Context: an optimization exercise on an open-source flow, tuned for small area and a short achievable clock period. The choices shown serve that exercise and are no tape-out recipe. Only simulation tests tie the RTL to the original design; equivalence was not proved. Power and IR drop assume default switching activity.

==> design/flow/design.v <==
package rv_pkg;
    localparam int xlen       = 32;
    localparam int reg_addr_w = 5;
    localparam int n_regs     = 32;
    localparam int funct3_w   = 3;
    localparam logic [xlen-1:0] reset_pc = 32'h0040_0000;
    localparam logic [4:0] op_op_imm = 5'b00100;
    localparam logic [4:0] op_auipc  = 5'b00101;
    localparam logic [4:0] op_op     = 5'b01100;
    localparam logic [4:0] op_lui    = 5'b01101;
    localparam logic [funct3_w-1:0] alu_add  = 3'd0;
    localparam logic [funct3_w-1:0] alu_sll  = 3'd1;
    localparam logic [funct3_w-1:0] alu_slt  = 3'd2;
    localparam logic [funct3_w-1:0] alu_sltu = 3'd3;
    localparam logic [funct3_w-1:0] alu_xor  = 3'd4;
    localparam logic [funct3_w-1:0] alu_sr   = 3'd5;  
    localparam logic [funct3_w-1:0] alu_or   = 3'd6;
    localparam logic [funct3_w-1:0] alu_and  = 3'd7;
endpackage
import rv_pkg::*;
module fetch_unit (
    input  logic            clk,
    input  logic            rst_n,
    output logic [xlen-1:0] icache_addr,
    output logic [xlen-1:2] pc_dec
);
    logic [xlen-1:2] pc;
    always_ff @(posedge clk) begin
        if (!rst_n)
            pc <= reset_pc[xlen-1:2];
        else
            pc <= pc + 30'd1;
    end
    assign icache_addr = {pc, 2'b00};
    assign pc_dec      = pc - 30'd1;
endmodule
import rv_pkg::*;
module inst_decoder (
    input  logic [xlen-1:2]       ir,
    output logic                  is_op,
    output logic                  is_op_imm,
    output logic                  is_lui,
    output logic                  is_auipc,
    output logic [xlen-1:0]       imm,
    output logic [9:0]            sel,    
    output logic                  sub,
    output logic                  sra
);
    logic [2:0] f3;
    assign is_op     = ir[6:2] == op_op;
    assign is_op_imm = ir[6:2] == op_op_imm;
    assign is_lui    = ir[6:2] == op_lui;
    assign is_auipc  = ir[6:2] == op_auipc;
    assign f3 = ir[14:12];
    assign imm = (is_lui | is_auipc) ? {ir[31:12], 12'd0} : {{20{ir[31]}}, ir[31:20]};
    logic alu_op;
    assign alu_op = is_op | is_op_imm;
    always_comb begin
        sel = '0;
        if (alu_op)
            sel[f3] = 1'b1;
        else
            sel[0] = 1'b1;
    end
    assign sub = alu_op & ((f3 == alu_add & ir[30] & is_op) | f3 == alu_slt | f3 == alu_sltu);
    assign sra = ir[30] & (f3 == alu_sr);
endmodule
import rv_pkg::*;
module alu (
    input  logic [xlen-1:0] a,
    input  logic [xlen-1:0] bx,
    input  logic [9:0]      sel,    
    input  logic            sub,
    input  logic            sra,
    input  logic [4:0]      shl,    
    input  logic [4:0]      shr,    
    output logic [xlen-1:0] sum,
    output logic [xlen-1:0] sll,
    output logic [xlen-1:0] sr,
    output logic [xlen-1:0] lg,     
    output logic            cmp,    
    output logic [xlen-1:0] r
);
    logic [xlen+1:0] s;
    logic            cout;
    logic            lt;
    logic            ltu;
    assign s    = {1'b0, a, 1'b1} + {1'b0, bx, sub};
    assign sum  = s[xlen:1];
    assign cout = s[xlen+1];
    assign ltu  = ~cout;
    assign lt   = (a[xlen-1] ^ bx[xlen-1]) ? sum[xlen-1] : a[xlen-1];
    assign sll = a << shl;
    assign sr  = xlen'($signed({sra & a[xlen-1], a}) >>> shr);
    assign lg  = ({xlen{sel[4]}} & (a ^ bx))
               | ({xlen{sel[6]}} & (a | bx))
               | ({xlen{sel[7]}} & (a & bx));
    assign cmp = (sel[2] & lt) | (sel[3] & ltu);
    assign r = ({xlen{sel[0]}} & sum)
             | ({xlen{sel[1]}} & sll)
             | ({xlen{sel[5]}} & sr)
             | lg
             | {31'd0, cmp};
endmodule
import rv_pkg::*;
module gpr_file (
    input  logic                  clk,
    input  logic [n_regs-1:1]     rs1_sel,   
    input  logic [n_regs-1:1]     rs2_sel,
    output logic [xlen-1:0]       rs1,
    output logic [xlen-1:0]       rs2,
    input  logic [reg_addr_w-1:0] wr_addr,   
    input  logic [xlen-1:0]       wr_data
);
    logic [xlen-1:0] regs [1:n_regs-1];  
    always_ff @(posedge clk) begin
        if (wr_addr != '0)
            regs[wr_addr] <= wr_data;
    end
    always_comb begin
        rs1 = '0;
        rs2 = '0;
        for (int i = 1; i < n_regs; i++) begin
            rs1 = rs1 | ({xlen{rs1_sel[i]}} & regs[i]);
            rs2 = rs2 | ({xlen{rs2_sel[i]}} & regs[i]);
        end
    end
endmodule
import rv_pkg::*;
module rv_core (
    input  logic                          clk,
    input  logic                          rst_n,
    input  logic [rv_pkg::xlen-1:0]       icache_data,
    output logic [rv_pkg::xlen-1:0]       icache_addr,
    output logic                          wb_valid,
    output logic [rv_pkg::reg_addr_w-1:0] wb_rd,
    output logic [rv_pkg::xlen-1:0]       wb_data
);
    logic [xlen-1:2] pc_dec;
    logic [xlen-1:2] ir;
    logic            d_valid;
    fetch_unit u_fetch (.clk(clk), .rst_n(rst_n), .icache_addr(icache_addr), .pc_dec(pc_dec));
    logic [n_regs-1:1] rs1_sel_f, rs2_sel_f;
    logic [n_regs-1:1] rs1_sel, rs2_sel;
    logic              f_rs1, f_rs2;
    logic              fw1_f, fw2_f;
    logic              fw1, fw2;
    logic [4:0]        e_rd;      
    assign f_rs1 = icache_data[6:2] == op_op || icache_data[6:2] == op_op_imm;
    assign f_rs2 = icache_data[6:2] == op_op;
    assign fw1_f = f_rs1 && icache_data[19:15] == e_rd && e_rd != 5'd0;
    assign fw2_f = f_rs2 && icache_data[24:20] == e_rd && e_rd != 5'd0;
    always_comb begin
        for (int i = 1; i < n_regs; i++) begin
            rs1_sel_f[i] = f_rs1 && !fw1_f && icache_data[19:15] == reg_addr_w'(i);
            rs2_sel_f[i] = f_rs2 && !fw2_f && icache_data[24:20] == reg_addr_w'(i);
        end
    end
    always_ff @(posedge clk) begin
        ir      <= icache_data[xlen-1:2];
        d_valid <= rst_n;
        rs1_sel <= rs1_sel_f;
        rs2_sel <= rs2_sel_f;
        fw1     <= fw1_f;
        fw2     <= fw2_f;
    end
    logic            is_op, is_op_imm, is_lui, is_auipc;
    logic [xlen-1:0] imm;
    logic [9:0]      sel_d;
    logic            sub_d, sra_d;
    inst_decoder u_dec (
        .ir(ir), .is_op(is_op), .is_op_imm(is_op_imm), .is_lui(is_lui), .is_auipc(is_auipc),
        .imm(imm), .sel(sel_d), .sub(sub_d), .sra(sra_d)
    );
    logic [4:0]      rs1_a, rs2_a, rd_d;
    logic [xlen-1:0] rf1, rf2;
    logic            exec_d;
    assign rs1_a  = ir[19:15];
    assign rs2_a  = ir[24:20];
    assign rd_d   = ir[11:7];
    assign exec_d = d_valid & (is_op | is_op_imm | is_lui | is_auipc);
    logic            e_valid;
    logic [xlen-1:0] e_a, e_bx;    
    logic [4:0]      e_shl, e_shr;  
    logic [9:0]      e_sel;
    logic            e_sub, e_sra;
    logic [4:0]      w_rd;
    logic [xlen-1:0] w_data;
    logic [xlen-1:0] r;         
    gpr_file u_gpr (
        .clk(clk), .rs1_sel(rs1_sel), .rs2_sel(rs2_sel), .rs1(rf1), .rs2(rf2),
        .wr_addr(w_rd), .wr_data(w_data)
    );
    logic use_rs1, use_rs2;
    logic fa_d, fb_d;
    logic [xlen-1:0] a_d, b_d;
    assign use_rs1 = is_op | is_op_imm;
    assign use_rs2 = is_op;
    assign fa_d = use_rs1 & (rs1_a != 5'd0) & (rs1_a == e_rd);
    assign fb_d = use_rs2 & (rs2_a != 5'd0) & (rs2_a == e_rd);
    assign a_d = rf1 | (fw1 ? w_data : '0) | (is_auipc ? {pc_dec, 2'b00} : '0);
    assign b_d = rf2 | (fw2 ? w_data : '0) | (use_rs2 ? '0 : imm);
    logic [xlen-1:0] sum, sll, sr, lg;
    logic            cmp;
    logic            fbp, fbn;
    logic [xlen-1:0] a_nxt, b_nxt, bx_nxt;
    assign fbp = fb_d & ~sub_d;
    assign fbn = fb_d & sub_d;
    assign a_nxt = ({xlen{fa_d & e_sel[0]}} & sum)
                 | ({xlen{fa_d & e_sel[1]}} & sll)
                 | ({xlen{fa_d & e_sel[5]}} & sr)
                 | ({xlen{fa_d}} & lg)
                 | {31'd0, fa_d & cmp}
                 | ({xlen{~fa_d}} & a_d);
    assign b_nxt = ({xlen{fb_d & e_sel[0]}} & sum)
                 | ({xlen{fb_d & e_sel[1]}} & sll)
                 | ({xlen{fb_d & e_sel[5]}} & sr)
                 | ({xlen{fb_d}} & lg)
                 | {31'd0, fb_d & cmp}
                 | ({xlen{~fb_d}} & b_d);
    assign bx_nxt = ({xlen{fbp & e_sel[0]}} & sum)
                  | ({xlen{fbp & e_sel[1]}} & sll)
                  | ({xlen{fbp & e_sel[5]}} & sr)
                  | ({xlen{fbp}} & lg)
                  | {31'd0, fbp & cmp}
                  | ~(({xlen{fbn & e_sel[0]}} & sum)
                    | ({xlen{fbn & e_sel[1]}} & sll)
                    | ({xlen{fbn & e_sel[5]}} & sr)
                    | ({xlen{fbn}} & lg)
                    | {31'd0, fbn & cmp}
                    | ({xlen{~fbn}} & {xlen{1'b1}}))
                  | ({xlen{~fb_d}} & (b_d ^ {xlen{sub_d}}));
    always_ff @(posedge clk) begin
        e_valid <= rst_n & exec_d;
        e_rd    <= (rst_n & exec_d) ? rd_d : 5'd0;
        e_a     <= a_nxt;
        e_bx    <= bx_nxt;
        e_shl   <= sel_d[1] ? b_nxt[4:0] : 5'd0;
        e_shr   <= sel_d[5] ? b_nxt[4:0] : 5'd0;
        e_sel   <= sel_d;
        e_sub   <= sub_d;
        e_sra   <= sra_d;
    end
    alu u_alu (.a(e_a), .bx(e_bx), .sel(e_sel), .sub(e_sub), .sra(e_sra), .shl(e_shl), .shr(e_shr),
              .sum(sum), .sll(sll), .sr(sr), .lg(lg), .cmp(cmp), .r(r));
    always_ff @(posedge clk) begin
        wb_valid <= rst_n & e_valid;
        w_rd     <= e_rd;
        w_data   <= r;
    end
    assign wb_rd   = w_rd;
    assign wb_data = w_data;
endmodule
==> design/flow/flow/run.sh <==
#!/bin/bash
# The standard layout (the standard.sh, standard synthesis unchanged), with
# two placement/resizing options changed:
#  - ports are buffered with buf_4 instead of the slow delay cell that
#    buffer_ports picks by default;
#  - the resizer may swap a cell for one with a different footprint.
set -uo pipefail
bash standard.sh \
  "BUFFER_PORTS_ARGS=-buffer_cell sky130_fd_sc_hd__buf_4" \
  MATCH_CELL_FOOTPRINT=0 \
  finish > standard.log 2>&1
==> design/flow/standard.sh <==
#!/bin/bash
# synth_recipe.tcl (not shown) runs the flow's synth.tcl, then flattens the netlist and writes it again
# the make line also repeats each setting of config.mk as NAME=value (left out here)
make -C /OpenROAD-flow-scripts/flow DESIGN_CONFIG=/design/flow/config.mk WORK_HOME=/design/flow/orfs CLKGATE_MAP_FILE= SYNTH_SCRIPT=/design/flow/synth_recipe.tcl "${@:-finish}"
==> design/flow/config.mk <==
export PLATFORM = sky130hd
export DESIGN_NAME = rv_core
export DESIGN_NICKNAME = rv_core
export VERILOG_FILES = /design/flow/design.v
export SDC_FILE = /design/flow/constraint.sdc
export NUM_CORES = 4
export LEC_CHECK = 0
export CAP_MARGIN = 20
export CORE_MARGIN = 2
export CORE_UTILIZATION = 40
export CTS_CLUSTER_SIZE = 30
export SETUP_SLACK_MARGIN = 5
export SLEW_MARGIN = 20
export TNS_END_PERCENT = 10
==> design/flow/constraint.sdc <==
create_clock -name core_clock -period 8.0 [get_ports {clk}]
set_input_delay 1.6000 -clock core_clock [delete_from_list [all_inputs] [get_ports {clk}]]
set_output_delay 1.6000 -clock core_clock [all_outputs]
set_load 0.01 [all_outputs]
==> results of run 1 <==
[state kept, by name, indices dropped and copies added, names as in the netlist, 5 cells and up]
register,cells
w_rd,5
e_shr,5
e_bx,32
ir,30
e_sel,8
e_rd,5
rs2_sel,31
w_data,32
rs1_sel,31
e_a,32
u_fetch.pc,30
e_shl,5
u_gpr.regs,992
[routing by layer]
| layer | vias up | GRT usage | wire (um) |
|---|---|---|---|
| met5 | - | 0 | 170 |
| met4 | 22 | 0.277 | 27300 |
| met3 | 1760 | 0.183 | 50000 |
| met2 | 5699 | 0.525 | 114000 |
| met1 | 23660 | 0.435 | 89400 |
| li1 | 18137 | - | - |
[metrics by stage]
stage | instance area [um^2] | power, uW | utilization | cells | setup slack (ps)
after floorplan | 56500 | 7880 | - | 4369 | 4890
after CTS | 65000 | 14500 | 0.465 | 6461 | 4750
after global routing | 66000 | 14900 | 0.472 | 6502 | 4780
final | 66100 | 14600 | 0.472 | 6518 | 4740
after global placement | 60000 | 8340 | 0.429 | 6196 | 4150
after detailed placement | 60000 | 8350 | 0.429 | 6196 | 4150
[cell usage in the layout, fill, tap and decap left out, types with 43 or more instances in the layout]
| cell type | count |
|---|---|
| edfxtp_1 | 992 |
| a22oi_1 | 707 |
| dfxtp_1 | 142 |
| ha_1 | 53 |
| nand2_1 | 182 |
| o21ai_0 | 97 |
| nand3_1 | 98 |
| a21oi_1 | 100 |
| a221oi_1 | 169 |
| nand4_1 | 195 |
| clkbuf_16 | 140 |
| xnor2_1 | 74 |
| dfxtp_2 | 77 |
| inv_1 | 98 |
| mux4_2 | 65 |
| and2_1 | 43 |
| a22o_1 | 162 |
| buf_4 | 288 |
| nor2_1 | 143 |
[cell usage after synthesis (42+ instances only)]
| cell | instances |
|---|---|
| clkbuf_1 | 235 |
| ha_1 | 71 |
| a21oi_1 | 116 |
| edfxtp_1 | 992 |
| nor3_1 | 48 |
| nand2_1 | 184 |
| xor2_1 | 42 |
| mux4_2 | 62 |
| a221oi_1 | 171 |
| and2_1 | 43 |
| nor2_1 | 176 |
| nand3_1 | 101 |
| a22oi_1 | 707 |
| o21ai_0 | 110 |
| buf_1 | 62 |
| a22o_1 | 162 |
| inv_1 | 103 |
| nand4_1 | 195 |
| mux2i_1 | 46 |
| dfxtp_1 | 253 |
| xnor2_1 | 75 |
[worst min-delay path by stage]
| stage | from | to | slack, ps | cells after the start |
|---|---|---|---|---|
| 2_1_floorplan | e_rd[0]$_SDFF_PN0_ | w_rd[0]$_DFF_P_ | 330 | 0 |
| 3_3_place_gp | ir[10]$_DFF_P_ | e_rd[3]$_SDFF_PN0_ | 410 | 1 |
| 3_5_place_dp | ir[9]$_DFF_P_ | e_rd[2]$_SDFF_PN0_ | 410 | 1 |
| 4_1_cts | ir[9]$_DFF_P_ | e_rd[2]$_SDFF_PN0_ | 410 | 1 |
| 5_1_grt | ir[9]$_DFF_P_ | e_rd[2]$_SDFF_PN0_ | 440 | 1 |
| 6_report | ir[9]$_DFF_P_ | e_rd[2]$_SDFF_PN0_ | 420 | 1 |
[layout make-up]
type,instances,area (um^2)
flip-flops and latches,1245,35100
multi-input cells,2695,20900
repair inverters,2,10.0
fillers,12309,73800
diodes,16,40.0
well taps,1876,2350
clock inverters,68,701
clock buffers,174,3620
inverters,106,409
repair buffers,336,2940
[cells by family after synthesis]
kind of cell,after synthesis
AND/OR/NAND/NOR,907
AO/OA/AOI/OAI,1456
multiplexers,141
other,1
adder cells (fa/ha/maj),72
buffers and inverters,429
flip-flops,1245
XOR/XNOR,117
[power breakdown]
group / switching (uW) / leakage, uW / total [uW] / internal (uW)
combinational: 749 / 0.00864 / 1080 / 332
clock: 2680 / 0.00210 / 6240 / 3560
sequential: 82.8 / 0.0111 / 7310 / 7230
total: 3520 / 0.0218 / 14600 / 11100
[timing repair]
action,4_1_cts,5_1_grt
pin swaps,8,16
setup buffers,21,37
cloned,2,4
setup endpoints to repair,162,137
gates resized for setup,134,166
==> results.json, run 1 <==
{
  "synth-seq-cells": 1245,
  "rr_worst_depth": 7,
  "dieArea_um2": 144000,
  "hold_buffers": 0,
  "fin_nets": 4623,
  "portBuffers": 99,
  "wire_per_inst_um": 43.0,
  "synth-simple-area-share": 0.0830,
  "grt_max_degree": 43,
  "gp_congestion": 0.996,
  "ys_top_cells_by_area": "edfxtp_1 53%, a22oi_1 9.4%, dfxtp_1 9.0%",
  "critPathSlowestCell": "nor4_2",
  "synth_top_family_by_area": "compound AO/OA/AOI/OAI gates",
  "clk_latency_ps": 800,
  "synthXorXnorAreaFrac": 0.0181,
  "seq_area_frac_synth": 0.617,
  "htreeDepth": 4,
  "drc": 0,
  "crit_end": "e_a[27]$_DFF_P_",
  "r2r_slack_ps": 4740,
  "cts.path.max_buffers": 3,
  "syn_to_final_growth_pct": 17.0,
  "critPathCaptureType": "flop",
  "synth_adder_area_share": 0.0161,
  "hold_viol": 0,
  "crit_path_max_incr_delay_ps": 970,
  "yosysTopAreaCell": "edfxtp_1",
  "vias": 49278,
  "synthMuxAreaShare": 0.0419,
  "status": "timing/DRC/antenna clean",
  "setup_viol": 0,
  "path_class": "reg -> reg",
  "worstSetupStartpoint": "rs1_sel[29]$_DFF_P_",
  "synthArstFlopShare": 0,
  "antenna_found_initial": 19,
  "cp.buffers_inverters": 1,
  "peakVddDrop_mv": 0.168,
  "p_leak_uw": 0.0218,
  "rr_startpoint": "rs1_sel[29]$_DFF_P_",
  "holdWs_ps": 421,
  "p_per_area_nw_per_um2": 222,
  "finalCriticalPeriod_ps": 3260,
  "postRouteAntennaNets": 0,
  "drive_gt1_frac": 0.198,
  "worstSetupStartpointType": "flop",
  "grt_pass1_wl_um": 373000,
  "cts.sinks": 1245,
  "clockRootBuffer": "clkbuf_16",
  "std_cell_rows": 137,
  "drt-total-wl_um": 280000,
  "synthCells": 4368,
  "ys_warn_count": 4,
  "die_x_um": 380,
  "r2r-end": "e_a[27]$_DFF_P_",
  "synth_compound_area_frac": 0.194,
  "yosys.cell_types.count": 95,
  "path_cells": "buf_4 > a22o_1 > a221oi_1 > nand3_1 > nor4_2 > o211ai_1 > o21a_1",
  "maxSlewHeadroom": 0.0943,
  "core-area_um2": 140000,
  "fp.dieH_um": 380,
  "maxCapViolCount": 0,
  "cts_tree": "done",
  "final.setup_skew_ps": 34.5,
  "drt_iter0_drc": 11500,
  "critical_path_required_ps": 8660,
  "synth_top_area_frac": 0.528,
  "fin_setup_tns_ps": 0,
  "boundaryPins": 104,
  "rsz0062_at_grt": "yes",
  "path_clk_slew_ps": 60,
  "crit_fanout": 17,
  "cts_made_buffers": 131,
  "gr-usage-all-layers": 0.372,
  "worst_pin_slew_ps": 1350,
  "syn-cell-area_um2": 56500,
  "maxSlewViolCount": 0,
  "cp.arrival_ps": 3930,
  "synthFlopType": "edfxtp_1",
  "fmax_ghz": 0.307,
  "synth_edf_count": 992,
  "hpwlAfterDp_um": 156000,
  "viasPerCell": 7.56,
  "start_util": 0.404,
  "crit_family": "simple AND/OR/NAND/NOR gates",
  "overflow": 0,
  "hold_class": "reg -> reg",
  "first_pass_iters": 9,
  "timing.final.crit_share": 0.408,
  "first_global_vias": 44951,
  "cp_num_cells": 7,
  "avgSynthCellArea_um2": 12.9
}
==> inputs of run 2 (changes only) <==
--- a/design/flow/config.mk
+++ b/design/flow/config.mk
@@ -10,3 +10,4 @@
 export CORE_UTILIZATION = 40
-export CTS_CLUSTER_SIZE = 30
+export CTS_CLUSTER_DIAMETER = 140
+export CTS_CLUSTER_SIZE = 24
 export SETUP_SLACK_MARGIN = 5
==> results.json, run 2 <==
{
  "std_cell_rows": 137,
  "p_per_area_nw_per_um2": 188,
  "gr-usage-all-layers": 0.368,
  "setup_viol": 0,
  "synth_top_area_frac": 0.528,
  "largest_reg_flops": 992,
  "timing.final.crit_share": 0.409,
  "yosysTopAreaCell": "edfxtp_1",
  "rsz0062_at_grt": "yes",
  "drt-total-wl_um": 278000,
  "avgSynthCellArea_um2": 12.9,
  "placed_cell_area_um2": 60000,
  "crit_path_max_incr_delay_ps": 900,
  "antenna_found_initial": 20,
  "fp.dieH_um": 380,
  "seqPwrFrac": 0.613,
  "synthArstFlopShare": 0,
  "cts.path.max_buffers": 3,
  "p_int_uw": 8970,
  "ys_top_cells_by_area": "edfxtp_1 53%, a22oi_1 9.4%, dfxtp_1 9.0%",
  "first_pass_iters": 8,
  "final_common_cell": "edfxtp_1",
  "grt_max_degree": 43,
  "cts.sinks": 1245,
  "drc": 0,
  "maxSlewHeadroom": 0.0702,
  "crit_fanout": 14,
  "peakVddDrop_mv": 0.247,
  "clockPowerShare": 0.295,
  "htreeDepth": 2,
  "synth_common_cells": "992 x edfxtp_1, 707 x a22oi_1, 253 x dfxtp_1",
  "ys_warn_count": 4,
  "fin_area_um2": 63500,
  "syn-cell-area_um2": 56500,
  "path_class": "reg -> reg",
  "placed_cells": 6196,
  "cp.arrival_ps": 3930,
  "finalCriticalPeriod_ps": 3270,
  "holdWs_ps": 433,
  "cts_made_buffers": 57,
  "fmax_ghz": 0.306,
  "viasPerCell": 7.57,
  "synthCells": 4368,
  "core-area_um2": 140000,
  "maxSlewViolCount": 0,
  "crit_top_cell": "buf_4",
  "critical_path_required_ps": 8660,
  "p_sw_frac": 0.247,
  "portBuffers": 99,
  "seq_area_frac_synth": 0.617,
  "status": "timing/DRC/antenna clean",
  "fin_setup_tns_ps": 0,
  "instances_no_fill": 6382,
  "gp_congestion": 0.996,
  "start_util": 0.404,
  "wire_per_inst_um": 43.5,
  "drt_iter0_drc": 10941,
  "maxCapViolCount": 0,
  "dieArea_um2": 144000,
  "die_x_um": 380,
  "vias": 48333,
  "syn_to_final_growth_pct": 12.5,
  "boundaryPins": 104,
  "yosysMostFrequentCell": "edfxtp_1",
  "hold_viol": 0,
  "p_leak_uw": 0.0206,
  "grt_pass1_wl_um": 370000,
  "hold_class": "reg -> reg",
  "hold_buffers": 0,
  "clk_latency_ps": 770,
  "synth-seq-cells": 1245,
  "power.total_uw": 11900,
  "yosys.cell_types.count": 95,
  "postRouteAntennaNets": 0,
  "layout_common_cells": "992 x edfxtp_1, 707 x a22oi_1, 293 x buf_4",
  "synthFlopType": "edfxtp_1",
  "p_sw_uw": 2950,
  "overflow": 0,
  "worst_pin_slew_ps": 1380,
  "drive_gt1_frac": 0.174,
  "first_global_vias": 44129,
  "pwr-share-comb": 0.093,
  "clockRootBuffer": "clkbuf_16",
  "path_cells": "buf_4 > buf_4 > a22oi_1 > nand4_1 > nor4_2 > o21ai_0 > mux2_2",
  "hpwlAfterDp_um": 156000,
  "cts_tree": "done",
  "worstSetupStartpointType": "flop",
  "final.setup_skew_ps": 56.0,
  "fin_nets": 4555,
  "synth_edf_count": 992,
  "regMostFlops": "u_gpr.regs",
  "path_clk_slew_ps": 100,
  "critPathSlowestCell": "nor4_2",
  "critPathCaptureType": "flop"
}
-- run 2: power groups by stage --
stage                     logic, uW  registers (uW)  clock network [uW]
final                          1110            7310                3510
after global routing           1140            7310                3690
after CTS                       944            7300                3470
after detailed placement        881            7470                   0
after global placement          876            7470                   0
after floorplan                 317            7560                   0
-- run 2: logic make-up (layout without fill, tap and decap cells) --
logic type / count (synthesis) / in the layout / share of synthesized area
adders and majority gates: 72 / 72 / 0.0161
AOI/OAI and AO/OA: 1456 / 1456 / 0.194
xor gates and xnor gates: 117 / 117 / 0.0181
DFF: 1245 / 1245 / 0.617
other: 1 / 13 / 0.0000664
and+or+nand+nor: 907 / 907 / 0.0830
buffers and inverters: 429 / 555 / 0.0300
muxes: 141 / 141 / 0.0419
-- run 2: final timing paths --
kind                  startpoint          endpoint  slack, ps  depth (start not counted)
max          rs1_sel[24]$_DFF_P_   e_a[26]$_DFF_P_       4730                          7
min reg2reg      e_valid$_DFF_P_  wb_valid$_DFF_P_        430                          1
max reg2reg  rs1_sel[24]$_DFF_P_   e_a[26]$_DFF_P_       4730                          7
min              e_valid$_DFF_P_  wb_valid$_DFF_P_        430                          1
-- run 2: routing by layer --
metal	global-route usage	share of wire	vias to the layer above	wire, um
li1	-	-	17907	-
met1	0.435	0.32	23373	88900
met2	0.527	0.40	5412	112000
met4	0.262	0.099	18	27600
met3	0.171	0.18	1623	49000
met5	0	0.00069	-	193
-- run 2: cell type report --
type                            instances  area (um^2)
Antenna cell                           11         27.5
Clock buffer                          103         1640
Clock inverter                          2         13.8
Fill cell                           12575        76300
Inverter                              106          405
Multi-Input combinational cell       2695        21000
Sequential cell                      1245        35100
Tap cell                             1876         2350
Timing Repair Buffer                  343         3020
Timing Repair inverter                  1         7.51
-- run 2: through the flow --
| stage | util | worst slack, ps |
|---|---|---|
| after global routing | 0.454 | 4800 |
| after floorplan | - | 4890 |
| after detailed placement | 0.429 | 4150 |
| after global placement | 0.429 | 4150 |
| final | 0.454 | 4730 |
| after CTS | 0.446 | 4430 |
-- run 2: what timing repair did --
action                                  in CTS  in global routing
cloned                                       2                  4
pin swaps                                   11                 16
endpoints found under the setup margin     160                142
setup buffers                               24                 40
resized for setup                          121                187
-- run 2: worst max-delay path: cells and delay by family (launching register included) --
kind / cells / cell delay [ps]
muxes: 1 / 340
DFF: 1 / 580
AOI/OAI and AO/OA: 2 / 490
buffers and inverters: 2 / 690
and+or+nand+nor: 2 / 1070
==> inputs of run 3 (changes only) <==
--- a/design/flow/config.mk
+++ b/design/flow/config.mk
@@ -12,2 +12,3 @@
 export CTS_CLUSTER_SIZE = 24
+export PLACE_DENSITY = 0.72
 export SETUP_SLACK_MARGIN = 5
==> results.json, run 3 <==
{
  "fillers": 12457,
  "clk_latency_ps": 760,
  "final_common_cell": "edfxtp_1",
  "viasPerCell": 7.68,
  "fp.dieH_um": 380,
  "dieArea_um2": 144000,
  "timing.final.crit_share": 0.427,
  "layout_common_cells": "992 x edfxtp_1, 707 x a22oi_1, 272 x buf_4",
  "worstSetupStartpoint": "rs2_sel[17]$_DFF_P_",
  "worstSetupStartpointType": "flop",
  "crit_top_cell": "nand3_1",
  "power.total_uw": 11800,
  "syn-cell-area_um2": 56500,
  "maxSlewHeadroom": 0.0595,
  "drt-total-wl_um": 262000,
  "finalWorstSetupSlack_ps": 4580,
  "ys_top_cells_by_area": "edfxtp_1 53%, a22oi_1 9.4%, dfxtp_1 9.0%",
  "placed_cells": 6189,
  "fmax_ghz": 0.293,
  "synth_top_family_by_area": "compound AO/OA/AOI/OAI gates",
  "grt_max_degree": 43,
  "critical_path_required_ps": 8630,
  "seq_area_frac_synth": 0.617,
  "overflow": 0,
  "regMostFlops": "u_gpr.regs",
  "fin_nets": 4526,
  "path_cells": "buf_4 > a22o_1 > a221oi_1 > nand3_1 > nor4_1 > nand3_1 > o41ai_1 > xnor2_1",
  "hold_depth": 1,
  "synth-seq-cells": 1245,
  "cts.sinks": 1245,
  "instances_no_fill": 6357,
  "yosys.cell_types.count": 95,
  "path_clk_slew_ps": 110,
  "start_util": 0.404,
  "cts.path.max_buffers": 3,
  "maxSlewViolCount": 0,
  "cts_made_buffers": 57,
  "boundaryPins": 104,
  "ys_warn_count": 4,
  "maxCapViolCount": 0,
  "rsz0062_at_grt": "yes",
  "fin_setup_tns_ps": 0,
  "rr_startpoint": "rs2_sel[17]$_DFF_P_",
  "finalCriticalPeriod_ps": 3420,
  "drive_gt1_frac": 0.163,
  "critPathSlowestCell": "nor4_1",
  "crit_fanout": 32,
  "p_leak_uw": 0.0203,
  "gp_congestion": 1.01,
  "synthFlopType": "edfxtp_1",
  "die_x_um": 380,
  "yosysMostFrequentCell": "edfxtp_1",
  "cts_tree": "done",
  "synth_edf_count": 992,
  "synthMuxAreaShare": 0.0419,
  "worst_pin_slew_ps": 1400,
  "drt_iter0_drc": 12346,
  "setup_viol": 0,
  "hold_buffers": 0,
  "r2r-end": "e_bx[28]$_DFF_P_",
  "gr-usage-all-layers": 0.344,
  "cp.arrival_ps": 4040,
  "std_cell_rows": 137,
  "dpl_worst_slack_ps": 4110,
  "postRouteAntennaNets": 0,
  "r2r_slack_ps": 4580,
  "portBuffers": 99,
  "drc": 0,
  "synthCells": 4368,
  "synth-simple-area-share": 0.0830,
  "yosysTopAreaCell": "edfxtp_1",
  "status": "timing/DRC/antenna clean",
  "wire_per_inst_um": 41.2,
  "multi_input_area_um2": 20800,
  "largest_reg_flops": 992,
  "crit_end": "e_bx[28]$_DFF_P_",
  "avgSynthCellArea_um2": 12.9,
  "final-seq-area_um2": 35100,
  "rr_worst_depth": 8,
  "synthArstFlopShare": 0,
  "synth_adder_area_share": 0.0161,
  "antenna_found_initial": 25,
  "path_class": "reg -> reg",
  "critPathCaptureType": "flop",
  "syn_to_final_growth_pct": 11.5,
  "synth_top_area_frac": 0.528,
  "peakVddDrop_mv": 0.171,
  "clockRootBuffer": "clkbuf_16",
  "grt_pass1_wl_um": 351000,
  "crit_path_max_incr_delay_ps": 1110,
  "p_per_area_nw_per_um2": 188,
  "first_pass_iters": 13,
  "final.setup_skew_ps": 33.2,
  "core-area_um2": 140000,
  "vias": 48812,
  "htreeDepth": 2,
  "hold_class": "reg -> reg",
  "synthXorXnorAreaFrac": 0.0181,
  "synth_common_cells": "992 x edfxtp_1, 707 x a22oi_1, 253 x dfxtp_1",
  "hold_viol": 0,
  "hp-start": "ir[10]$_DFF_P_",
  "first_global_vias": 44763,
  "hpwlAfterDp_um": 145000,
  "synth_compound_area_frac": 0.194
}
-- run 3: cell counts after synthesis --
No cell type changed its count.
-- run 3: where the power goes --
group | internal (uW) | leakage, uW | switching, uW | total [uW]
Combinational | 318 | 0.00849 | 704 | 1020
Sequential | 7220 | 0.0111 | 105 | 7330
Clock | 1410 | 0.000793 | 2050 | 3470
Total | 8950 | 0.0203 | 2860 | 11800
-- run 3: cells by family after synthesis --
| family | Yosys count |
|---|---|
| buffers and inverters | 429 |
| adders and majority gates | 72 |
| and+or+nand+nor | 907 |
| AOI/OAI and AO/OA | 1456 |
| DFF | 1245 |
| muxes | 141 |
| other | 1 |
| xor gates and xnor gates | 117 |
-- run 3: final cells by class --
class / count / share of cell area
antenna: 13 / 0.000516
timing repair buffer: 313 / 0.0424
tap: 1876 / 0.0373
timing repair inverter: 2 / 0.000199
clock buffer: 106 / 0.0264
multi-input combinational: 2695 / 0.330
sequential: 1245 / 0.557
clock inverter: 1 / 0.000139
inverter: 106 / 0.00644
-- run 3: critical path, delay by kind of cell (launching register included) --
family / cells / cell delay, ps
xor gates and xnor gates: 1 / 110
AOI/OAI and AO/OA: 3 / 800
DFF: 1 / 330
and+or+nand+nor: 3 / 1580
buffers and inverters: 1 / 410
-- run 3: how the worst min path moves through the flow --
stage	end
3_3_place_gp	e_rd[3]$_SDFF_PN0_
3_5_place_dp	e_rd[3]$_SDFF_PN0_
4_1_cts	e_rd[3]$_SDFF_PN0_
2_1_floorplan	w_rd[0]$_DFF_P_
6_report	e_rd[3]$_SDFF_PN0_
5_1_grt	e_rd[3]$_SDFF_PN0_
-- run 3: through the flow --
| step | hold WS (ps) | util | instance area (um^2) |
|---|---|---|---|
| 3_3_place_gp | 414 | 0.428 | 59900 |
| 6_report | 437 | 0.450 | 63000 |
| 3_5_place_dp | 412 | 0.429 | 59900 |
| 5_1_grt | 449 | 0.450 | 63000 |
| 2_1_floorplan | 329 | - | 56500 |
| 4_1_cts | 436 | 0.444 | 62100 |
-- run 3: per-layer routing --
layer | vias up | GRT usage | share of wire
met4 | 36 | 0.257 | 0.11
met3 | 1990 | 0.187 | 0.20
met5 | - | 0.0238 | 0.0032
li1 | 17890 | - | -
met2 | 5961 | 0.479 | 0.39
met1 | 22935 | 0.394 | 0.30
-- run 3: repair_timing --
item                       4_1_cts  5_1_grt
setup buffers                   16       29
gates resized for setup        106      139
gates cloned                     1        2
setup endpoints to repair      154      136
pin swaps                        6       11
==> inputs of run 4 (changes only) <==
--- a/design/flow/config.mk
+++ b/design/flow/config.mk
@@ -9,3 +9,3 @@
 export CORE_MARGIN = 2
-export CORE_UTILIZATION = 40
+export CORE_UTILIZATION = 55
 export CTS_CLUSTER_DIAMETER = 140
==> results.json, run 4 <==
{
  "status": "timing/DRC/antenna clean",
  "synthCells": 4368,
  "fin_nets": 4518,
  "r2r-end": "e_bx[4]$_DFF_P_",
  "ys_top_cells_by_area": "edfxtp_1 53%, a22oi_1 9.4%, dfxtp_1 9.0%",
  "maxCapViolCount": 0,
  "r2r_slack_ps": 4750,
  "largest_reg_flops": 992,
  "final.setup_skew_ps": 47.2,
  "hpwlAfterDp_um": 144000,
  "hold_viol": 0,
  "layout_common_cells": "992 x edfxtp_1, 707 x a22oi_1, 269 x buf_4",
  "boundaryPins": 104,
  "gp_congestion": 0.996,
  "htreeDepth": 2,
  "synth_top_family_by_area": "compound AO/OA/AOI/OAI gates",
  "path_class": "reg -> reg",
  "synth_compound_area_frac": 0.194,
  "dieArea_um2": 105000,
  "wire_per_inst_um": 45.4,
  "synth_common_cells": "992 x edfxtp_1, 707 x a22oi_1, 253 x dfxtp_1",
  "viasPerCell": 8.47,
  "regMostFlops": "u_gpr.regs",
  "yosysMostFrequentCell": "edfxtp_1",
  "p_leak_uw": 0.0203,
  "yosysTopAreaCell": "edfxtp_1",
  "start_util": 0.555,
  "synthArstFlopShare": 0,
  "synthXorXnorAreaFrac": 0.0181,
  "drt_iter0_drc": 13399,
  "rsz0062_at_grt": "yes",
  "rr_startpoint": "rs2_sel[14]$_DFF_P_",
  "timing.final.crit_share": 0.407,
  "worstSetupStartpoint": "rs2_sel[14]$_DFF_P_",
  "fp.dieH_um": 324,
  "critPathCaptureType": "flop",
  "path_clk_slew_ps": 100,
  "die_x_um": 324,
  "cts.sinks": 1245,
  "cp.buffers_inverters": 1,
  "grt_max_degree": 43,
  "p_per_area_nw_per_um2": 190,
  "syn-cell-area_um2": 56500,
  "core-area_um2": 102000,
  "crit_path_max_incr_delay_ps": 620,
  "synth_top_area_frac": 0.528,
  "portBuffers": 99,
  "drc": 0,
  "avgSynthCellArea_um2": 12.9,
  "synthMuxAreaShare": 0.0419,
  "vias": 49556,
  "synth-simple-area-share": 0.0830,
  "overflow": 0,
  "syn_to_final_growth_pct": 10.3,
  "ys_warn_count": 4,
  "hold_class": "reg -> reg",
  "final_common_cell": "edfxtp_1",
  "drive_gt1_frac": 0.163,
  "cts_tree": "done",
  "critPathSlowestCell": "a2111oi_0",
  "seq_area_frac_synth": 0.617,
  "drt-total-wl_um": 265000,
  "cp.arrival_ps": 3850,
  "clockRootBuffer": "clkbuf_16",
  "first_global_vias": 45266,
  "final-seq-area_um2": 35100,
  "maxSlewViolCount": 0,
  "postRouteAntennaNets": 0,
  "hold_buffers": 0,
  "multi_input_area_um2": 20900,
  "fillers": 7878,
  "clk_latency_ps": 740,
  "crit_family": "compound AO/OA/AOI/OAI gates",
  "grt_pass1_wl_um": 356000,
  "cp_num_cells": 7,
  "maxSlewHeadroom": 0.153,
  "gr-usage-all-layers": 0.485,
  "crit_top_cell": "nand4_1",
  "fmax_ghz": 0.307,
  "worst_pin_slew_ps": 1260,
  "cts_made_buffers": 57,
  "cts.path.max_buffers": 3,
  "finalCriticalPeriod_ps": 3250,
  "crit_fanout": 22,
  "crit_end": "e_bx[4]$_DFF_P_",
  "fin_setup_tns_ps": 0,
  "worstSetupStartpointType": "flop",
  "setup_viol": 0,
  "synth-seq-cells": 1245,
  "first_pass_iters": 11,
  "antenna_found_initial": 23,
  "synth_edf_count": 992,
  "std_cell_rows": 117,
  "yosys.cell_types.count": 95,
  "power.total_uw": 11800,
  "synthFlopType": "edfxtp_1",
  "path_cells": "buf_4 > a22oi_1 > nand4_1 > a2111oi_0 > nand4_1 > mux2i_2 > xnor2_1",
  "peakVddDrop_mv": 0.207,
  "rr_worst_depth": 7,
  "critical_path_required_ps": 8600,
  "synth_adder_area_share": 0.0161
}
-- run 4: cell counts after synthesis --
No cell type changed its count.
-- run 4: logic make-up (layout without fill, tap and decap cells) --
| family | after synthesis | in the layout |
|---|---|---|
| other cells | 1 | 23 |
| fa+ha+maj | 72 | 72 |
| flops | 1245 | 1245 |
| buf+inv | 429 | 519 |
| mux | 141 | 141 |
| compound gates | 1456 | 1456 |
| simple gates | 907 | 907 |
| xor+xnor | 117 | 117 |
-- run 4: power breakdown --
group,leakage (uW),switching (uW),internal [uW]
sequential,0.0111,104,7220
combinational,0.00841,708,299
clock,0.000792,2070,1410
-- run 4: cell type report --
class / instances / area share
clock inverter: 1 / 0.000141
sequential: 1245 / 0.563
inverter: 106 / 0.00651
timing repair inverter: 1 / 0.000121
clock buffer: 105 / 0.0266
multi-input combinational: 2695 / 0.335
tap: 1368 / 0.0275
antenna: 21 / 0.000844
timing repair buffer: 306 / 0.0403
-- run 4: per-layer routing --
layer / up-vias / wire (um) / part of all wire / GRT usage
li1: 17878 / - / - / -
met1: 23307 / 79800 / 0.30 / 0.562
met2: 6261 / 103000 / 0.39 / 0.659
met3: 2084 / 52600 / 0.20 / 0.275
met4: 26 / 29600 / 0.11 / 0.366
met5: - / 826 / 0.0031 / 0.0385
-- run 4: repair_timing --
action	in CTS	in global routing
endpoints found under the setup margin	150	133
pin swaps	12	14
buffers inserted	20	14
gates resized for setup	197	50
cloned	2	1
-- run 4: metrics by stage --
step	worst slack, ps	cells	hold slack (ps)	instance area [um^2]	util
3_3_place_gp	4120	5683	409	59300	0.583
3_5_place_dp	4100	5684	411	59300	0.583
5_1_grt	4790	5830	455	62200	0.612
6_report	4750	5848	434	62300	0.612
4_1_cts	4870	5812	433	61800	0.608
2_1_floorplan	4890	4369	329	56500	-
-- run 4: how the worst min path moves through the flow --
stage | start | end | slack [ps] | depth (start not counted)
global placement | ir[8]$_DFF_P_ | e_rd[1]$_SDFF_PN0_ | 410 | 1
finish | ir[9]$_DFF_P_ | e_rd[2]$_SDFF_PN0_ | 430 | 1
CTS | ir[7]$_DFF_P_ | e_rd[0]$_SDFF_PN0_ | 430 | 1
floorplan | e_rd[0]$_SDFF_PN0_ | w_rd[0]$_DFF_P_ | 330 | 0
detailed placement | ir[7]$_DFF_P_ | e_rd[0]$_SDFF_PN0_ | 410 | 1
global route | ir[8]$_DFF_P_ | e_rd[1]$_SDFF_PN0_ | 450 | 1
==> inputs of run 5 (changes only) <==
--- a/design/flow/config.mk
+++ b/design/flow/config.mk
@@ -9,8 +9,7 @@
 export CORE_MARGIN = 2
-export CORE_UTILIZATION = 55
+export CORE_UTILIZATION = 40
 export CTS_CLUSTER_DIAMETER = 140
 export CTS_CLUSTER_SIZE = 24
-export PLACE_DENSITY = 0.72
 export SETUP_SLACK_MARGIN = 5
 export SLEW_MARGIN = 20
-export TNS_END_PERCENT = 10
+export TNS_END_PERCENT = 30
==> results.json, run 5 <==
{
  "status": "timing/DRC/antenna clean",
  "yosysTopAreaCell": "edfxtp_1",
  "std_cell_rows": 137,
  "layout_common_cells": "992 x edfxtp_1, 707 x a22oi_1, 343 x buf_4",
  "gr-usage-all-layers": 0.376,
  "path_cells": "buf_4 > a22oi_1 > nand4_1 > a2111oi_0 > nand4_1 > mux2i_2 > xnor2_1",
  "syn_to_final_growth_pct": 14.8,
  "hold_depth": 1,
  "fp.dieH_um": 380,
  "avgSynthCellArea_um2": 12.9,
  "regMostFlops": "u_gpr.regs",
  "seqPwrFrac": 0.604,
  "busiest_layer": "met2",
  "p_sw_frac": 0.251,
  "yosysMostFrequentCell": "edfxtp_1",
  "fmax_ghz": 0.303,
  "met1_usage": 0.439,
  "crit_path_max_incr_delay_ps": 690,
  "p_int_uw": 9090,
  "postRouteAntennaNets": 0,
  "finalCriticalPeriod_ps": 3300,
  "pwr-share-comb": 0.109,
  "clockRootBuffer": "clkbuf_16",
  "first_pass_iters": 9,
  "boundaryPins": 104,
  "rr_worst_depth": 7,
  "maxCapViolCount": 0,
  "seq_area_frac_synth": 0.617,
  "hold_viol": 0,
  "cts.sinks": 1245,
  "synth-seq-cells": 1245,
  "hold_class": "reg -> reg",
  "grt_pass1_wl_um": 376000,
  "largest_reg_flops": 992,
  "first_global_vias": 44870,
  "path_class": "reg -> reg",
  "crit_top_cell": "nand4_1",
  "cts.path.max_buffers": 3,
  "clk_latency_ps": 740,
  "dieArea_um2": 144000,
  "critPathSlowestCell": "dfxtp_2",
  "ys_warn_count": 4,
  "cts_tree": "done",
  "start_util": 0.404,
  "rsz0062_at_grt": "yes",
  "synthArstFlopShare": 0,
  "critical_path_required_ps": 8670,
  "gp_congestion": 1.01,
  "critPathCaptureType": "flop",
  "grtUsageMet2": 0.535,
  "core-area_um2": 140000,
  "cts_made_buffers": 57,
  "fin_setup_tns_ps": 0,
  "cp.arrival_ps": 3970,
  "drt_iter0_drc": 10871,
  "final_common_cell": "edfxtp_1",
  "synth_edf_count": 992,
  "maxSlewHeadroom": 0.147,
  "peakVddDrop_mv": 0.173,
  "p_sw_uw": 3040,
  "timing.final.crit_share": 0.413,
  "synthFlopType": "edfxtp_1",
  "viasPerCell": 7.67,
  "drt-total-wl_um": 289000,
  "final.setup_skew_ps": 39.1,
  "syn-cell-area_um2": 56500,
  "ys_top_cells_by_area": "edfxtp_1 53%, a22oi_1 9.4%, dfxtp_1 9.0%",
  "cp.buffers_inverters": 1,
  "maxSlewViolCount": 0,
  "gr-usage-met3": 0.174,
  "grt_max_degree": 43,
  "htreeDepth": 2,
  "setup_viol": 0,
  "synth_common_cells": "992 x edfxtp_1, 707 x a22oi_1, 253 x dfxtp_1",
  "vias": 49632,
  "crit_family": "compound AO/OA/AOI/OAI gates",
  "wire_per_inst_um": 44.7,
  "overflow": 0,
  "yosys.cell_types.count": 95,
  "worstSetupStartpointType": "flop",
  "p_per_area_nw_per_um2": 187,
  "path_clk_slew_ps": 110,
  "crit_fanout": 18,
  "die_x_um": 380,
  "synth_top_area_frac": 0.528,
  "synthCells": 4368,
  "cp_num_cells": 7,
  "p_leak_uw": 0.0212,
  "fin_nets": 4639,
  "hold_buffers": 0,
  "antenna_found_initial": 18,
  "drc": 0,
  "portBuffers": 99,
  "power.total_uw": 12100,
  "clockPowerShare": 0.287,
  "worst_pin_slew_ps": 1270,
  "hpwlAfterDp_um": 162000,
  "drive_gt1_frac": 0.196
}
==> run 5: cell counts after synthesis <==
No cell type changed its count.
==> run 5: metal layers <==
| metal | part of all wire | wire length [um] | up-vias |
|---|---|---|---|
| met5 | 0.0014 | 416 | - |
| met4 | 0.10 | 29400 | 34 |
| met3 | 0.18 | 51000 | 1805 |
| met2 | 0.40 | 116000 | 5542 |
| met1 | 0.32 | 91900 | 24119 |
| li1 | - | - | 18132 |
==> run 5: logic make-up (layout without fill, tap and decap cells) <==
| family | Yosys count | in the layout | share of synthesized area |
|---|---|---|---|
| DFF | 1245 | 1245 | 0.617 |
| other | 1 | 18 | 0.0000664 |
| buffers and inverters | 429 | 638 | 0.0300 |
| xor gates and xnor gates | 117 | 117 | 0.0181 |
| adders and majority gates | 72 | 72 | 0.0161 |
| AOI/OAI and AO/OA | 1456 | 1456 | 0.194 |
| muxes | 141 | 141 | 0.0419 |
| and+or+nand+nor | 907 | 907 | 0.0830 |
==> run 5: power by group through the flow <==
stage          registers (uW)  logic [uW]  clock network [uW]
2_1_floorplan            7560         317                   0
3_3_place_gp             7460         879                   0
3_5_place_dp             7470         884                   0
4_1_cts                  7300         959                3440
5_1_grt                  7330        1340                3660
6_report                 7320        1320                3480
==> run 5: worst paths after layout <==
path / end / start / slack, ps
worst min register to register: e_rd[4]$_SDFF_PN0_ / ir[11]$_DFF_P_ / 430
worst max-delay path: e_bx[3]$_DFF_P_ / fw2$_DFF_P_ / 4700
worst min-delay path: e_rd[4]$_SDFF_PN0_ / ir[11]$_DFF_P_ / 430
worst max register to register: e_bx[3]$_DFF_P_ / fw2$_DFF_P_ / 4700
==> run 5: area by class of cell <==
class                      instances  area, um^2
fill                           12558       75000
multi-input combinational       2695       21100
timing repair buffer             426        4180
clock buffer                     103        1600
sequential                      1245       35100
clock inverter                     1        5.00
antenna                           16        40.0
tap                             1876        2350
inverter                         106         412
timing repair inverter             2        12.5
==> run 5: timing repair <==
action	in CTS	in global routing
buffers inserted	30	83
pin swaps	15	13
setup endpoints to repair	151	131
resized for setup	170	235
endpoints found under the hold margin	0	0
gates cloned	2	27
==> run 5: per-stage QoR <==
step | setup WS (ps) | hold WS, ps | util | area, um^2 | instances
floorplan | 4890 | 329 | - | 56500 | 4369
global placement | 4070 | 412 | 0.430 | 60100 | 6208
detailed placement | 4100 | 413 | 0.430 | 60100 | 6208
CTS | 4790 | 436 | 0.448 | 62600 | 6344
global route | 4810 | 457 | 0.463 | 64800 | 6455
finish | 4700 | 433 | 0.464 | 64800 | 6470
==> inputs of run 6 (changes only) <==
==> design/flow/flow/run.sh (replaced) <==
#!/bin/bash
# The standard layout (the standard.sh, on the standard synthesis script),
# with these options changed:
#  - ports are buffered with buf_4 instead of the slow delay cell that
#    buffer_ports picks by default;
#  - the resizer may swap a cell for one with a different footprint;
#  - slow cells with four transistors in series (and the weak _0 sizes) are
#    added to the platform's don't-use list, for synthesis and resizing alike.
#    This changes only the combinational mapping: the registers are the same.
set -uo pipefail
DONT_USE="sky130_fd_sc_hd__probe_p_8 sky130_fd_sc_hd__probec_p_8 sky130_fd_sc_hd__lpflow_bleeder_1 sky130_fd_sc_hd__lpflow_clkbufkapwr_1 sky130_fd_sc_hd__lpflow_clkbufkapwr_16 sky130_fd_sc_hd__lpflow_clkbufkapwr_2 sky130_fd_sc_hd__lpflow_clkbufkapwr_4 sky130_fd_sc_hd__lpflow_clkbufkapwr_8 sky130_fd_sc_hd__lpflow_clkinvkapwr_1 sky130_fd_sc_hd__lpflow_clkinvkapwr_16 sky130_fd_sc_hd__lpflow_clkinvkapwr_2 sky130_fd_sc_hd__lpflow_clkinvkapwr_4 sky130_fd_sc_hd__lpflow_clkinvkapwr_8 sky130_fd_sc_hd__lpflow_decapkapwr_12 sky130_fd_sc_hd__lpflow_decapkapwr_3 sky130_fd_sc_hd__lpflow_decapkapwr_4 sky130_fd_sc_hd__lpflow_decapkapwr_6 sky130_fd_sc_hd__lpflow_decapkapwr_8 sky130_fd_sc_hd__lpflow_inputiso0n_1 sky130_fd_sc_hd__lpflow_inputiso0p_1 sky130_fd_sc_hd__lpflow_inputiso1n_1 sky130_fd_sc_hd__lpflow_inputiso1p_1 sky130_fd_sc_hd__lpflow_inputisolatch_1 sky130_fd_sc_hd__lpflow_isobufsrc_1 sky130_fd_sc_hd__lpflow_isobufsrc_16 sky130_fd_sc_hd__lpflow_isobufsrc_2 sky130_fd_sc_hd__lpflow_isobufsrc_4 sky130_fd_sc_hd__lpflow_isobufsrc_8 sky130_fd_sc_hd__lpflow_isobufsrckapwr_16 sky130_fd_sc_hd__lpflow_lsbuf_lh_hl_isowell_tap_1 sky130_fd_sc_hd__lpflow_lsbuf_lh_hl_isowell_tap_2 sky130_fd_sc_hd__lpflow_lsbuf_lh_hl_isowell_tap_4 sky130_fd_sc_hd__lpflow_lsbuf_lh_isowell_4 sky130_fd_sc_hd__lpflow_lsbuf_lh_isowell_tap_1 sky130_fd_sc_hd__lpflow_lsbuf_lh_isowell_tap_2 sky130_fd_sc_hd__lpflow_lsbuf_lh_isowell_tap_4 sky130_fd_sc_hd__a2111oi_0 sky130_fd_sc_hd__a21boi_0 sky130_fd_sc_hd__and2_0 sky130_fd_sc_hd__o21ai_0 sky130_fd_sc_hd__o311ai_0 sky130_fd_sc_hd__or2_0 sky130_fd_sc_hd__a2111oi_1 sky130_fd_sc_hd__a2111oi_2 sky130_fd_sc_hd__a2111oi_4 sky130_fd_sc_hd__nor4_1 sky130_fd_sc_hd__nor4_2 sky130_fd_sc_hd__nor4_4 sky130_fd_sc_hd__nor4b_1 sky130_fd_sc_hd__nor4b_2 sky130_fd_sc_hd__nor4b_4 sky130_fd_sc_hd__nor4bb_1 sky130_fd_sc_hd__nor4bb_2 sky130_fd_sc_hd__nor4bb_4 sky130_fd_sc_hd__o41ai_1 sky130_fd_sc_hd__o41ai_2 sky130_fd_sc_hd__o41ai_4 sky130_fd_sc_hd__o2111ai_1 sky130_fd_sc_hd__o2111ai_2 sky130_fd_sc_hd__o2111ai_4"
bash standard.sh \
  "BUFFER_PORTS_ARGS=-buffer_cell sky130_fd_sc_hd__buf_4" \
  MATCH_CELL_FOOTPRINT=0 \
  "DONT_USE_CELLS=$DONT_USE" \
  finish > standard.log 2>&1
--- a/design/flow/config.mk
+++ b/design/flow/config.mk
@@ -14,2 +14,2 @@
 export SLEW_MARGIN = 20
-export TNS_END_PERCENT = 30
+export TNS_END_PERCENT = 10
==> results.json, run 6 <==
{
  "antenna_found_initial": 11,
  "path_clk_slew_ps": 110,
  "overflow": 0,
  "portBuffers": 99,
  "p_sw_uw": 2990,
  "die_x_um": 380,
  "cts_tree": "done",
  "path_class": "reg -> reg",
  "first_pass_iters": 11,
  "worst_pin_slew_ps": 1240,
  "instances_no_fill": 6382,
  "critical_path_required_ps": 8580,
  "synthCells": 4389,
  "cts.path.max_buffers": 3,
  "layout_common_cells": "992 x edfxtp_1, 480 x a22oi_1, 286 x a221oi_1",
  "pwr-share-comb": 0.088,
  "hold_viol": 0,
  "placed_cell_area_um2": 60000,
  "finalCriticalPeriod_ps": 3300,
  "p_per_area_nw_per_um2": 189,
  "grt_pass1_wl_um": 373000,
  "hold_depth": 1,
  "postRouteAntennaNets": 0,
  "synth_common_cells": "992 x edfxtp_1, 480 x a22oi_1, 292 x a221oi_1",
  "clockPowerShare": 0.299,
  "worstSetupStartpointType": "flop",
  "p_leak_uw": 0.0204,
  "ys_top_cells_by_area": "edfxtp_1 53%, dfxtp_1 9.0%, a22oi_1 6.4%",
  "boundaryPins": 104,
  "final_common_cell": "edfxtp_1",
  "final-seq-area_um2": 35100,
  "fillers": 12774,
  "status": "timing/DRC/antenna clean",
  "drt-total-wl_um": 280000,
  "grt_max_degree": 49,
  "maxSlewHeadroom": 0.172,
  "cp.arrival_ps": 3880,
  "seqPwrFrac": 0.613,
  "cp.buffers_inverters": 1,
  "yosysMostFrequentCell": "edfxtp_1",
  "syn-cell-area_um2": 56600,
  "htreeDepth": 2,
  "holdWs_ps": 435,
  "peakVddDrop_mv": 0.198,
  "hpwlAfterDp_um": 160000,
  "final.setup_skew_ps": 84.2,
  "critPathCaptureType": "flop",
  "drc": 0,
  "rsz0062_at_grt": "yes",
  "maxSlewViolCount": 0,
  "synth_edf_count": 992,
  "crit_fanout": 21,
  "crit_family": "simple AND/OR/NAND/NOR gates",
  "gr-usage-all-layers": 0.371,
  "maxCapViolCount": 0,
  "fin_area_um2": 63100,
  "hold_class": "reg -> reg",
  "worstSetupStartpoint": "rs2_sel[20]$_DFF_P_",
  "p_sw_frac": 0.251,
  "hp-start": "ir[7]$_DFF_P_",
  "synth-seq-cells": 1245,
  "clk_latency_ps": 780,
  "seq_area_frac_synth": 0.616,
  "synthArstFlopShare": 0,
  "drive_gt1_frac": 0.160,
  "timing.final.crit_share": 0.413,
  "start_util": 0.404,
  "fp.dieH_um": 380,
  "p_int_uw": 8930,
  "fmax_ghz": 0.303,
  "wire_per_inst_um": 43.9,
  "rr_worst_depth": 7,
  "largest_reg_flops": 992,
  "setup_viol": 0,
  "regMostFlops": "u_gpr.regs",
  "gp_congestion": 1.01,
  "dpl_worst_slack_ps": 4070,
  "yosysTopAreaCell": "edfxtp_1",
  "vias": 48475,
  "clockRootBuffer": "clkbuf_16",
  "rr_startpoint": "rs2_sel[20]$_DFF_P_",
  "cts_made_buffers": 58,
  "critPathSlowestCell": "nor3_2",
  "syn_to_final_growth_pct": 11.5,
  "crit_path_max_incr_delay_ps": 680,
  "viasPerCell": 7.60,
  "cts.sinks": 1245,
  "fin_nets": 4541,
  "cp_num_cells": 7,
  "placed_cells": 6208,
  "fin_setup_tns_ps": 0,
  "std_cell_rows": 137,
  "path_cells": "buf_4 > a221oi_1 > nand4_1 > nor3_2 > and3_1 > a21oi_1 > xor2_1",
  "first_global_vias": 44049,
  "yosys.cell_types.count": 83,
  "dieArea_um2": 144000,
  "avgSynthCellArea_um2": 12.9,
  "ys_warn_count": 4,
  "drt_iter0_drc": 10204,
  "finalWorstSetupSlack_ps": 4700,
  "synthFlopType": "edfxtp_1",
  "multi_input_area_um2": 20900,
  "core-area_um2": 140000,
  "synth_top_area_frac": 0.527
}
[run 6: changes by cell type after synthesis, moves of 31 or more]
| cell | before | now |
|---|---|---|
| a22oi_1 | 707 | 480 |
| a22o_1 | 162 | 278 |
| o21ai_0 | 110 | 0 |
| nor4_1 | 41 | 0 |
| o21ai_1 | 4 | 116 |
| a221oi_1 | 171 | 292 |
| nor3_1 | 48 | 79 |
[run 6: kinds of logic (layout without fill, tap and decap cells)]
family	after synthesis	in the layout	synth area share
flops	1245	1245	0.616
compound gates	1468	1468	0.198
other cells	1	26	0.0000663
xor+xnor	116	116	0.0181
fa+ha+maj	72	72	0.0161
mux	148	148	0.0394
buf+inv	430	522	0.0304
simple gates	909	909	0.0820
[run 6: area by class of cell]
| type | instances | area share |
|---|---|---|
| multi-input cells | 2715 | 0.332 |
| inverters | 109 | 0.00655 |
| repair buffers | 305 | 0.0406 |
| clock buffers | 102 | 0.0256 |
| flip-flops and latches | 1245 | 0.556 |
| well taps | 1876 | 0.0372 |
| clock inverters | 5 | 0.00133 |
| diodes | 24 | 0.000952 |
| repair inverters | 1 | 0.0000793 |
[run 6: power by group through the flow]
stage,sequential (uW),clock (uW),combinational (uW)
after floorplan,7560,0,328
after global placement,7460,0,899
after detailed placement,7460,0,908
after CTS,7310,3520,944
after global routing,7310,3740,1090
final,7310,3570,1050
[run 6: routing by layer]
| metal | track usage | wire [um] |
|---|---|---|
| met2 | 0.527 | 114000 |
| met3 | 0.165 | 47400 |
| met5 | 0.00860 | 168 |
| met1 | 0.452 | 92700 |
| met4 | 0.251 | 26000 |
[run 6: worst reg2reg max path, cell delays in order (launching register included)]
cell	delay [ps]
dfxtp_2	650
buf_4	480
a221oi_1	450
nand4_1	170
nor3_2	680
and3_1	430
a21oi_1	90
xor2_1	160
[run 6: path summary, 6_finish.rpt]
| check | to | slack, ps |
|---|---|---|
| setup / recovery | e_bx[17]$_DFF_P_ | 4700 |
| setup reg to reg | e_bx[17]$_DFF_P_ | 4700 |
| hold / removal | e_rd[0]$_SDFF_PN0_ | 430 |
| hold reg to reg | e_rd[0]$_SDFF_PN0_ | 430 |
[run 6: stage by stage]
stage / util / total power, uW
3_3_place_gp: 0.429 / 8360
2_1_floorplan: - / 7890
5_1_grt: 0.451 / 12100
4_1_cts: 0.444 / 11800
3_5_place_dp: 0.429 / 8370
6_report: 0.451 / 11900
[run 6: repair_timing]
action,in CTS,in global routing
gates cloned,0,4
gates resized for setup,88,157
hold endpoints to repair,0,0
pin swaps,9,19
buffers inserted,12,25
hold buffers,0,0
endpoints found under the setup margin,144,136
==> inputs of run 7 (changes only) <==
--- a/design/flow/config.mk
+++ b/design/flow/config.mk
@@ -14,2 +14,2 @@
 export SLEW_MARGIN = 20
-export TNS_END_PERCENT = 10
+export TNS_END_PERCENT = 30
==> results.json, run 7 <==
{
  "finalCriticalPeriod_ps": 3410,
  "regMostFlops": "u_gpr.regs",
  "hold_class": "reg -> reg",
  "power.total_uw": 12300,
  "cts.sinks": 1245,
  "maxSlewHeadroom": 0.0730,
  "crit_path_max_incr_delay_ps": 670,
  "syn_to_final_growth_pct": 14.1,
  "crit_fanout": 20,
  "path_class": "reg -> reg",
  "yosysTopAreaCell": "edfxtp_1",
  "cts_made_buffers": 58,
  "final.setup_skew_ps": 83.4,
  "yosysMostFrequentCell": "edfxtp_1",
  "final_common_cell": "edfxtp_1",
  "clk_latency_ps": 790,
  "start_util": 0.404,
  "rsz0062_at_grt": "yes",
  "yosys.cell_types.count": 83,
  "synthFlopType": "edfxtp_1",
  "cts_tree": "done",
  "synth_top_area_frac": 0.527,
  "synth_common_cells": "992 x edfxtp_1, 480 x a22oi_1, 292 x a221oi_1",
  "cp.arrival_ps": 4000,
  "crit_family": "simple AND/OR/NAND/NOR gates",
  "drc": 0,
  "hpwlAfterDp_um": 161000,
  "antenna_found_initial": 21,
  "gr-usage-all-layers": 0.371,
  "drt-total-wl_um": 287000,
  "synthArstFlopShare": 0,
  "largest_reg_flops": 992,
  "hold_viol": 0,
  "path_cells": "buf_4 > a22o_1 > a221oi_1 > nand4_1 > nor3_1 > and3_1 > a31oi_1 > xor2_1",
  "core-area_um2": 140000,
  "fmax_ghz": 0.294,
  "peakVddDrop_mv": 0.217,
  "overflow": 0,
  "postRouteAntennaNets": 0,
  "grt_pass1_wl_um": 373000,
  "vias": 49799,
  "synth_edf_count": 992,
  "syn-cell-area_um2": 56600,
  "first_pass_iters": 15,
  "finalWorstSetupSlack_ps": 4590,
  "rr_worst_depth": 8,
  "r2r_slack_ps": 4590,
  "worst_pin_slew_ps": 1390,
  "hp-start": "ir[8]$_DFF_P_",
  "portBuffers": 99,
  "clockRootBuffer": "clkbuf_16",
  "timing.final.crit_share": 0.426,
  "die_x_um": 380,
  "drive_gt1_frac": 0.186,
  "critPathSlowestCell": "dfxtp_2",
  "rr_startpoint": "rs2_sel[12]$_DFF_P_",
  "ys_warn_count": 4,
  "final-seq-area_um2": 35100,
  "htreeDepth": 2,
  "critical_path_required_ps": 8590,
  "p_per_area_nw_per_um2": 191,
  "critPathCaptureType": "flop",
  "first_global_vias": 44564,
  "worstSetupStartpointType": "flop",
  "std_cell_rows": 137,
  "boundaryPins": 104,
  "instances_no_fill": 6480,
  "hold_buffers": 0,
  "path_clk_slew_ps": 110,
  "synth-seq-cells": 1245,
  "maxCapViolCount": 0,
  "wire_per_inst_um": 44.3,
  "ys_top_cells_by_area": "edfxtp_1 53%, dfxtp_1 9.0%, a22oi_1 6.4%",
  "whs_endpoint": "e_rd[1]$_SDFF_PN0_",
  "gp_congestion": 0.988,
  "fillers": 12579,
  "multi_input_area_um2": 20800,
  "setup_viol": 0,
  "layout_common_cells": "992 x edfxtp_1, 480 x a22oi_1, 325 x buf_4",
  "avgSynthCellArea_um2": 12.9,
  "drt_iter0_drc": 11367,
  "hold_depth": 1,
  "synthCells": 4389,
  "seq_area_frac_synth": 0.616,
  "grt_max_degree": 49,
  "maxSlewViolCount": 0,
  "cts.path.max_buffers": 3,
  "r2r-end": "e_bx[22]$_DFF_P_",
  "viasPerCell": 7.69,
  "fin_nets": 4646,
  "status": "timing/DRC/antenna clean",
  "holdWs_ps": 432,
  "p_leak_uw": 0.0212,
  "dieArea_um2": 144000,
  "fin_setup_tns_ps": 0,
  "fp.dieH_um": 380,
  "cp.buffers_inverters": 1,
  "dpl_worst_slack_ps": 4280,
  "placed_cells": 6214
}
==> run 7: worst max path at each step <==
stage	startpoint	end	depth (start not counted)
finish	rs2_sel[12]$_DFF_P_	e_bx[22]$_DFF_P_	8
global route	w_data[31]$_DFF_P_	wb_data[31]	2
CTS	w_data[19]$_DFF_P_	wb_data[19]	2
global placement	e_a[5]$_DFF_P_	e_bx[0]$_DFF_P_	10
floorplan	icache_data[6]	rs1_sel[30]$_DFF_P_	6
detailed placement	e_a[5]$_DFF_P_	e_bx[0]$_DFF_P_	10
==> run 7: metrics by stage <==
stage | utilization | cell area (um^2)
global route | 0.461 | 64500
CTS | 0.446 | 62400
finish | 0.461 | 64500
detailed placement | 0.429 | 60000
floorplan | - | 56600
global placement | 0.429 | 60000
==> run 7: final cells by class <==
cell class / count / share of cell area
Sequential cell: 1245 / 0.544
Timing Repair inverter: 1 / 0.0000776
Clock inverter: 6 / 0.00165
Tap cell: 1876 / 0.0364
Multi-Input combinational cell: 2715 / 0.322
Clock buffer: 103 / 0.0251
Inverter: 109 / 0.00640
Antenna cell: 15 / 0.000582
Timing Repair Buffer: 410 / 0.0631
==> run 7: cells by family (layout without fill, tap and decap cells) <==
| logic type | count (synthesis) | in the layout | synth area share |
|---|---|---|---|
| muxes | 148 | 148 | 0.0394 |
| xor gates and xnor gates | 116 | 116 | 0.0181 |
| buffers and inverters | 430 | 629 | 0.0304 |
| adders and majority gates | 72 | 72 | 0.0161 |
| AOI/OAI and AO/OA | 1468 | 1468 | 0.198 |
| other | 1 | 17 | 0.0000663 |
| and+or+nand+nor | 909 | 909 | 0.0820 |
| DFF | 1245 | 1245 | 0.616 |
==> run 7: per-layer routing <==
layer / up-vias / wire (um) / global-route usage
li1: 18124 / - / -
met1: 23866 / 91700 / 0.445
met2: 5897 / 113000 / 0.518
met3: 1868 / 52600 / 0.174
met4: 44 / 28800 / 0.271
met5: - / 719 / 0.0112
==> run 7: what timing repair did <==
| action | CTS | global route |
|---|---|---|
| pin swaps | 11 | 9 |
| buffers inserted | 22 | 88 |
| cloned | 2 | 29 |
| setup endpoints to repair | 143 | 121 |
| resized for setup | 141 | 184 |
==> run 7: report_power, final <==
| part | leakage (uW) | internal (uW) | switching (uW) |
|---|---|---|---|
| clock network | 0.000813 | 1400 | 2180 |
| logic | 0.00933 | 535 | 851 |
| registers | 0.0111 | 7230 | 104 |

re-timing with driven ports:
How much do the figures lean on ideal ports? The routed layouts below were timed once more, with nothing changed but the port constraints. Step 1, drivers: a clkbuf_16 drives clk and a buf_2 each remaining input, both assumed. Step 2 adds t to the input delays and takes it off the output delays; t is the mean of the earliest and latest rising clock arrival at the registers after step 1. Input paths then give back, and output paths get back, about the clock's delay inside the block. Slacks: no drivers / after step 1 / after step 2; pairs: no drivers / after step 1.
run	shift t [ns]	setup slack, ns	worst setup path after step 2
run 1	0.859	4.738 / 4.738 / 4.501	input to register
run 2	0.819	4.728 / 4.727 / 4.517	input to register
run 3	0.816	4.583 / 4.583 / 4.503	input to register
run 4	0.782	4.747 / 4.747 / 4.450	input to register
run 5	0.792	4.698 / 4.698 / 4.409	input to register
run 6	0.815	4.699 / 4.699 / 4.385	input to register
run 7	0.831	4.593 / 4.593 / 4.401	input to register
After both steps setup and hold are still met in every run listed. The setup slack of run 6, which loses most, moves by 0.000 ns with the drivers and by -0.314 ns with both steps.
